From an optimization exercise on the open Yosys and OpenROAD flow, aimed at small area, a short achievable clock period and few clock cycles; shortcuts taken in it are not production practice. RTL that was checked went through simulation tests only; none was proved equivalent to the original. Power is estimated from default activity; no workload was simulated.

==> module stock_chk, before the edit <==
module stock_chk
(
	input  logic [17:0] holds,    
	input  logic [1:0]  item,
	input  logic [5:0]  cnt,
	output logic        ok
);
	function automatic logic ge6(input logic [5:0] h, input logic [5:0] c);
		logic [5:0] eq;
		logic       g;
		eq = ~(h ^ c);
		g  = &eq;
		for (int i = 0; i < 6; i++) begin
			logic above;
			above = 1'b1;
			for (int j = i + 1; j < 6; j++)
				above = above & eq[j];
			g = g | (h[i] & ~c[i] & above);
		end
		ge6 = g;
	endfunction
	logic ge1, ge2, ge3;
	assign ge1 = ge6(holds[5:0],   cnt);
	assign ge2 = ge6(holds[11:6],  cnt);
	assign ge3 = ge6(holds[17:12], cnt);
	always_comb begin
		case (item)
			2'd1:    ok = ge1;
			2'd2:    ok = ge2;
			2'd3:    ok = ge3;
			default: ok = cnt == 6'd0;
		endcase
	end
endmodule
Settings: LEC_CHECK=0, CAP_MARGIN=20, CORE_MARGIN=2, CORE_UTILIZATION=50, CTS_CLUSTER_DIAMETER=100, CTS_CLUSTER_SIZE=20, SLEW_MARGIN=20; clock period 9.0 ns.
standard.sh (not shown) runs the stock make flow with config.mk's settings and CLKGATE_MAP_FILE= SYNTH_SCRIPT=/design/flow/synth_recipe.tcl, a recipe that flattens the netlist after the stock synthesis.
==> flow/flow/run.sh <==
#!/bin/bash
# Own flow: the standard layout (standard.sh, unchanged synthesis and steps) with two
# extra ORFS settings passed on make's command line:
#  - port buffers are buf_1 cells instead of the default delay-buffer cells;
set -euo pipefail
cd "$(dirname "$0")/.."
bash standard.sh \
  "BUFFER_PORTS_ARGS=-buffer_cell sky130_fd_sc_hd__buf_1" \
  SETUP_SLACK_MARGIN=5.8 \
  finish > flow_make.log 2>&1
The baseline went through all stages and came out clean.
Testbench counts at the start, summed over its fixed seeds: cycles 28,975.
Change:
--- a/flow/design.v
+++ b/flow/design.v
@@ -246,22 +246,20 @@
 				above = above & eq[j];
 			g = g | (h[i] & ~c[i] & above);
 		end
 		ge6 = g;
 	endfunction
-	logic ge1, ge2, ge3;
-	assign ge1 = ge6(holds[5:0],   cnt);
-	assign ge2 = ge6(holds[11:6],  cnt);
-	assign ge3 = ge6(holds[17:12], cnt);
+	logic [5:0] h;
 	always_comb begin
 		case (item)
-			2'd1:    ok = ge1;
-			2'd2:    ok = ge2;
-			2'd3:    ok = ge3;
-			default: ok = cnt == 6'd0;
+			2'd1:    h = holds[5:0];
+			2'd2:    h = holds[11:6];
+			2'd3:    h = holds[17:12];
+			default: h = 6'd0;
 		endcase
 	end
+	assign ok = ge6(h, cnt);
 endmodule
 `timescale 1ns/1ps
 module online_shop
 (
 	input  logic         clk,
Result: The changed run finished clean; die area went up by 0.51%; sequential cell count is unchanged; non-clock buffer count went up by 11; design area went up by 1.3%; clock power went down by about 1%; setup slack is worse by 0.024 ns; sequential share of layout area went down by 0.52 points; first-iteration DRC count went down by 0.97%; routed wire length went up by 2.2%; total power went down by 0.61%; final cell count went up by 1.3%.
The RTL of the second run of this note was laid out without a check of its function.

Setup of exp/garnet:
The RTL this note starts from:
==> flow/design.v <==
package shop_pkg;
	typedef logic [15:0] money_t;
	typedef logic [5:0]  item_num_t;
	typedef logic [11:0] exp_t;
	typedef logic [7:0]  user_id_t;
	typedef enum logic [1:0] {
		item_none,
		item_small,
		item_medium,
		item_large
	} item_id_e;
	typedef enum logic [1:0] {
		lvl_platinum = 2'd0,
		lvl_gold     = 2'd1,
		lvl_silver   = 2'd2,
		lvl_copper   = 2'd3
	} level_e;
	typedef enum logic [3:0] {
		act_none    = 4'd0,
		act_buy     = 4'd1,
		act_deposit = 4'd4
	} action_e;
	typedef enum logic [3:0] {
		no_err         = 4'd0,
		inv_not_enough = 4'd2,
		out_of_money   = 4'd3,
		inv_full       = 4'd4,
		wallet_full    = 4'd8
	} err_e;
	typedef struct packed {
		item_num_t large_num;
		item_num_t medium_num;
		item_num_t small_num;
		level_e    level;
		exp_t      exp;
	} shop_info_t;
	typedef struct packed {
		item_id_e  item_id;
		item_num_t item_num;
		user_id_t  seller_id;
	} shop_hist_t;
	typedef struct packed {
		money_t     money;
		shop_hist_t shop_history;
	} user_info_t;
	typedef struct packed {
		shop_info_t shop;
		user_info_t user;
	} account_t;
	typedef union packed {
		money_t money;
		struct packed {
			logic [7:0] pad;
			user_id_t   val;
		} id;
		struct packed {
			logic [11:0] pad;
			action_e     val;
		} action;
		struct packed {
			logic [13:0] pad;
			item_id_e    val;
		} item;
		struct packed {
			logic [9:0] pad;
			item_num_t  val;
		} count;
	} data_in_t;
	typedef enum logic [3:0] {
		s_idle,
		s_user_req,
		s_user_wait,
		s_input,
		s_seller_req,
		s_seller_wait,
		s_buy_calc,
		s_dep_calc,
		s_seller_wr,
		s_seller_wr_wait,
		s_user_wr,
		s_user_wr_wait,
		s_out
	} state_e;
	localparam money_t price_small  = 16'd100;
	localparam money_t price_medium = 16'd200;
	localparam money_t price_large  = 16'd300;
	localparam money_t fee_platinum = 16'd10;
	localparam money_t fee_gold     = 16'd30;
	localparam money_t fee_silver   = 16'd50;
	localparam money_t fee_copper   = 16'd70;
	localparam exp_t exp_small  = 12'd20;
	localparam exp_t exp_medium = 12'd40;
	localparam exp_t exp_large  = 12'd60;
	localparam exp_t exp_to_silver   = 12'd1000;
	localparam exp_t exp_to_gold     = 12'd2500;
	localparam exp_t exp_to_platinum = 12'd4000;
	localparam money_t money_max = 16'd65535;
	localparam int dram_word_bits = 64;
endpackage
`timescale 1ns/1ps
module online_shop
(
	input  logic         clk,
	input  logic         inf,
	input  logic [15:0]  data_in,
	input  logic         id_valid,
	input  logic         act_valid,
	input  logic         item_valid,
	input  logic         num_valid,
	input  logic         amnt_valid,
	input  logic         c_out_valid,
	input  logic [63:0]  c_data_r,
	output logic         c_in_valid,
	output logic         c_r_wb,
	output logic [7:0]   c_addr,
	output logic [63:0]  c_data_w,
	output logic         out_valid,
	output logic [3:0]   err_msg,
	output logic         complete,
	output logic [31:0]  out_info
);
	localparam bit REG_STOCK = 1'b0;
	typedef enum logic [2:0] {
		S_IDLE,    
		S_UREQ,    
		S_UWAIT,   
		S_HAVEU,   
		S_SWAIT,   
		S_SCHK,    
		S_W1WAIT   
	} state_e;
	state_e      state;
	state_e      nstate;
	logic        pend;
	logic        can_req;
	logic [7:0]  uid;
	logic [7:0]  sid;
	logic [15:0] xin;       
	logic        got_sid;
	logic        got_amt;
	logic [14:0] pk;        
	logic [11:0] xk;        
	logic [63:0] wbuf;
	logic [63:0] sbuf;
	logic        inv_full_q;
	logic        money_low_q;
	logic        req;
	logic        rd;
	logic [7:0]  addr_n;
	logic        ovld;
	logic [3:0]  err_n;
	wire [1:0] item = xin[7:6];
	wire [5:0] cnt  = xin[5:0];
	assign c_data_w = wbuf;
	always_ff @(posedge clk or negedge inf) begin
		if (!inf)
			pend <= 1'b0;
		else
			pend <= c_in_valid || (pend && !c_out_valid);
	end
	assign can_req = !c_in_valid && (!pend || c_out_valid);
	always_ff @(posedge clk) begin
		if (id_valid && state == S_IDLE)
			uid <= data_in[7:0];
		if (id_valid && state != S_IDLE)
			sid <= data_in[7:0];
		if (num_valid || amnt_valid)
			xin[5:0] <= data_in[5:0];
		if (item_valid)
			xin[7:6] <= data_in[1:0];
		else if (amnt_valid)
			xin[7:6] <= data_in[7:6];
		if (amnt_valid)
			xin[15:8] <= data_in[15:8];
		if (id_valid && state == S_IDLE) begin
			got_sid <= 1'b0;
			got_amt <= 1'b0;
		end else begin
			if (id_valid)
				got_sid <= 1'b1;
			if (amnt_valid)
				got_amt <= 1'b1;
		end
	end
	logic [7:0] nk;
	assign nk = (item[0] ? 8'(cnt) : 8'd0) + (item[1] ? 8'({cnt, 1'b0}) : 8'd0);
	always_ff @(posedge clk) begin
		pk <= 15'(nk) * 15'd100;
		xk <= 12'(nk) * 12'd20;
	end
	logic [63:0] ua;
	assign ua = {wbuf[39:32], wbuf[47:40], wbuf[55:48], wbuf[63:56],
	             wbuf[7:0],   wbuf[15:8],  wbuf[23:16], wbuf[31:24]};
	logic [5:0]  u_hold;
	logic [6:0]  u_hsum;
	logic [6:0]  fee;
	logic [16:0] cost;
	logic [15:0] u_money_new;
	logic [12:0] e_sum;
	logic [1:0]  lvl_new;
	logic [11:0] exp_new;
	logic [63:0] ua_buy;
	logic        inv_full;
	logic        money_low;
	always_comb begin
		case (item)
			2'd1:    u_hold = ua[51:46];
			2'd2:    u_hold = ua[57:52];
			2'd3:    u_hold = ua[63:58];
			default: u_hold = 6'd0;
		endcase
		u_hsum    = 7'(u_hold) + 7'(cnt);
		inv_full  = u_hsum[6];
		fee       = 7'd10 + 7'({ua[45:44], 4'd0}) + 7'({ua[45:44], 2'd0});
		cost      = 17'(pk) + 17'(fee);
		money_low = cost > 17'(ua[31:16]);
		u_money_new = ua[31:16] - cost[15:0];
		e_sum     = 13'(ua[43:32]) + 13'(xk);
		lvl_new = ua[45:44];
		exp_new = e_sum[11:0];
		case (ua[45:44])
			2'd3: if (e_sum >= 13'd1000) begin lvl_new = 2'd2; exp_new = 12'd0; end
			2'd2: if (e_sum >= 13'd2500) begin lvl_new = 2'd1; exp_new = 12'd0; end
			2'd1: if (e_sum >= 13'd4000) begin lvl_new = 2'd0; exp_new = 12'd0; end
			default: exp_new = 12'd0;
		endcase
		ua_buy = ua;
		case (item)
			2'd1: ua_buy[51:46] = u_hsum[5:0];
			2'd2: ua_buy[57:52] = u_hsum[5:0];
			2'd3: ua_buy[63:58] = u_hsum[5:0];
			default: ;
		endcase
		ua_buy[45:44] = lvl_new;
		ua_buy[43:32] = exp_new;
		ua_buy[31:16] = u_money_new;
		ua_buy[15:0]  = {item, cnt, sid};
	end
	logic [16:0] d_sum;
	assign d_sum = 17'(ua[31:16]) + 17'(xin);
	logic [63:0] sa;
	assign sa = {sbuf[39:32], sbuf[47:40], sbuf[55:48], sbuf[63:56],
	             sbuf[7:0],   sbuf[15:8],  sbuf[23:16], sbuf[31:24]};
	logic [5:0]  s_hold;
	logic [16:0] s_sum;
	logic [63:0] sa_new;
	logic        stock_ok;
	always_comb begin
		case (item)
			2'd1:    s_hold = sa[51:46];
			2'd2:    s_hold = sa[57:52];
			2'd3:    s_hold = sa[63:58];
			default: s_hold = 6'd0;
		endcase
		s_sum = 17'(sa[31:16]) + 17'(pk);
		sa_new = sa;
		case (item)
			2'd1: sa_new[51:46] = s_hold - cnt;
			2'd2: sa_new[57:52] = s_hold - cnt;
			2'd3: sa_new[63:58] = s_hold - cnt;
			default: ;
		endcase
		sa_new[31:16] = s_sum[16] ? 16'hffff : s_sum[15:0];
	end
	logic [63:0] stock_src;
	logic [5:0]  st_hold;
	assign stock_src = REG_STOCK ? sa : {c_data_r[39:32], c_data_r[47:40], c_data_r[55:48], c_data_r[63:56],
	                                     c_data_r[7:0],   c_data_r[15:8],  c_data_r[23:16], c_data_r[31:24]};
	always_comb begin
		case (item)
			2'd1:    st_hold = stock_src[51:46];
			2'd2:    st_hold = stock_src[57:52];
			2'd3:    st_hold = stock_src[63:58];
			default: st_hold = 6'd0;
		endcase
	end
	assign stock_ok = st_hold >= cnt;
	logic       decide;
	logic [3:0] buy_err;
	assign decide  = REG_STOCK ? (state == S_SCHK) : (state == S_SWAIT && c_out_valid);
	assign buy_err = inv_full_q ? 4'd4 : !stock_ok ? 4'd2 : money_low_q ? 4'd3 : 4'd0;
	logic sid_now;
	assign sid_now = got_sid || id_valid;
	always_comb begin
		nstate = state;
		req    = 1'b0;
		rd     = 1'b1;
		addr_n = uid;
		ovld   = 1'b0;
		err_n  = 4'd0;
		case (state)
			S_IDLE:
				if (id_valid) begin
					addr_n = data_in[7:0];
					if (can_req) begin
						req    = 1'b1;
						nstate = S_UWAIT;
					end else begin
						nstate = S_UREQ;
					end
				end
			S_UREQ:
				if (can_req) begin
					req    = 1'b1;
					nstate = S_UWAIT;
				end
			S_UWAIT, S_HAVEU: begin
				addr_n = id_valid ? data_in[7:0] : sid;
				if (state == S_HAVEU || c_out_valid) begin
					if (sid_now) begin
						req    = 1'b1;
						nstate = S_SWAIT;
					end else if (state == S_HAVEU && got_amt) begin
						addr_n = uid;
						ovld   = 1'b1;
						rd     = 1'b0;
						req    = !d_sum[16];
						err_n  = d_sum[16] ? 4'd8 : 4'd0;
						nstate = S_IDLE;
					end else begin
						nstate = S_HAVEU;
					end
				end
			end
			S_SWAIT, S_SCHK: begin
				rd = 1'b0;
				if (decide) begin
					err_n = buy_err;
					if (buy_err == 4'd0) begin
						req    = 1'b1;
						nstate = S_W1WAIT;
					end else begin
						ovld   = 1'b1;
						nstate = S_IDLE;
					end
				end else if (state == S_SWAIT && c_out_valid) begin
					nstate = S_SCHK;
				end
			end
			S_W1WAIT: begin
				rd     = 1'b0;
				addr_n = sid;
				if (c_out_valid) begin
					req    = 1'b1;
					ovld   = 1'b1;
					nstate = S_IDLE;
				end
			end
			default:
				nstate = S_IDLE;
		endcase
	end
	always_ff @(posedge clk or negedge inf) begin
		if (!inf) begin
			state      <= S_IDLE;
			c_in_valid <= 1'b0;
			out_valid  <= 1'b0;
		end else begin
			state      <= nstate;
			c_in_valid <= req;
			out_valid  <= ovld;
		end
	end
	always_ff @(posedge clk) begin
		c_r_wb   <= rd;
		c_addr   <= addr_n;
		err_msg  <= err_n;
		complete <= (err_n == 4'd0);
	end
	logic buy_upd;
	logic dep_upd;
	logic sel_upd;
	assign buy_upd = (state == S_SWAIT) && c_in_valid;
	assign dep_upd = (state == S_HAVEU) && !got_sid && !id_valid && got_amt;
	assign sel_upd = (state == S_W1WAIT) && c_in_valid;
	logic [63:0] ua_dep;
	always_comb begin
		ua_dep = ua;
		ua_dep[31:16] = d_sum[15:0];
	end
	always_ff @(posedge clk) begin
		if (state == S_UWAIT)
			wbuf <= c_data_r;
		else if (buy_upd)
			wbuf <= {ua_buy[39:32], ua_buy[47:40], ua_buy[55:48], ua_buy[63:56],
			         ua_buy[7:0],   ua_buy[15:8],  ua_buy[23:16], ua_buy[31:24]};
		else if (dep_upd)
			wbuf <= {ua_dep[39:32], ua_dep[47:40], ua_dep[55:48], ua_dep[63:56],
			         ua_dep[7:0],   ua_dep[15:8],  ua_dep[23:16], ua_dep[31:24]};
		else if (sel_upd)
			wbuf <= {sa_new[39:32], sa_new[47:40], sa_new[55:48], sa_new[63:56],
			         sa_new[7:0],   sa_new[15:8],  sa_new[23:16], sa_new[31:24]};
		if (state == S_SWAIT)
			sbuf <= c_data_r;
		if (buy_upd) begin
			inv_full_q  <= inv_full;
			money_low_q <= money_low;
		end
		if (buy_upd)
			out_info <= ua_buy[31:0];
		else if (dep_upd)
			out_info <= d_sum[16] ? 32'd0 : {16'd0, d_sum[15:0]};
		else if (decide && buy_err != 4'd0)
			out_info <= 32'd0;
	end
endmodule
clock: 9.0 ns
lec_check: 0
cap_margin: 20
core_margin: 2
core_utilization: 40
slew_margin: 20
run.sh (not shown) runs the stock make flow with config.mk's settings and CLKGATE_MAP_FILE= SYNTH_SCRIPT=/design/flow/synth_recipe.tcl, a recipe that flattens the netlist after the stock synthesis.
Stock flow here: none of the scripts above is used.
exp/garnet finished every step from synthesis to the final layout, and the layout passed the timing, DRC and antenna checks.
Input changes introduced in exp/violet (baseline for comparison: exp/garnet):
--- a/flow/design.v
+++ b/flow/design.v
@@ -119,7 +119,7 @@
 	output logic         complete,
 	output logic [31:0]  out_info
 );
-	localparam bit REG_STOCK = 1'b0;
+	localparam bit REG_STOCK = 1'b1;
 	typedef enum logic [2:0] {
 		S_IDLE,    
 		S_UREQ,    
Notes after the runs:
- In exp/violet relative to exp/garnet, non-clock buffer count had gone down slightly.
- Summary of exp/violet over exp/garnet: via count normalized by instance count up 3.8%, worst setup slack up 0.28 ns, final area up 0.38%, die area up about 1.6%.
- Global routing met1 resource utilization in exp/violet is 0.39 points higher than in exp/garnet
- NOTE: count of multi-input combinational gates in exp/violet exceeds that of exp/garnet
- The number of inserted filler cells in the final layout number comes out higher for exp/violet vs exp/garnet.
- Compared with exp/garnet, in exp/violet simple-gate portion of the synthesized area rose 2.0 points, final cell count grew by about 2.8%.
No functional check of the RTL was part of any run of this note.

==> what the ideal ports hide <==
The results above use ideal ports. As a check the final layouts listed here were re-extracted and re-timed, cells and wires unchanged.
Step 1 sets driving cells, clkbuf_16 on the clock port and buf_2 on the other inputs (assumed; they add their load-dependent delay and slew).
Step 2, shift: input delay + t, output delay - t, t = (earliest + latest rising clock arrival at the registers) / 2. This alone moves slack from input paths to output paths.
Slacks: ideal / step 1 / step 2; pairs: ideal / step 1.
run | t (ns) | setup slack, ns | hold WS [ns] | cell pins on the clock port's net
the first run of note 1 | 0.530 | 5.830 / 5.779 / 5.387 | 0.425 / 0.425 / 0.425 | 1
the second run of note 1 | 0.538 | 5.806 / 5.755 / 5.286 | 0.425 / 0.425 / 0.425 | 1
exp/garnet | 0.587 | 4.064 / 4.090 / 3.503 | 0.468 / 0.468 / 0.468 | 1
exp/violet | 0.609 | 4.345 / 4.345 / 4.186 | 0.493 / 0.493 / 0.493 | 1
After both steps setup and hold are still met in every run listed. The setup slack of exp/garnet, which loses most, moves by +0.026 ns with the drivers and by -0.561 ns with both steps.
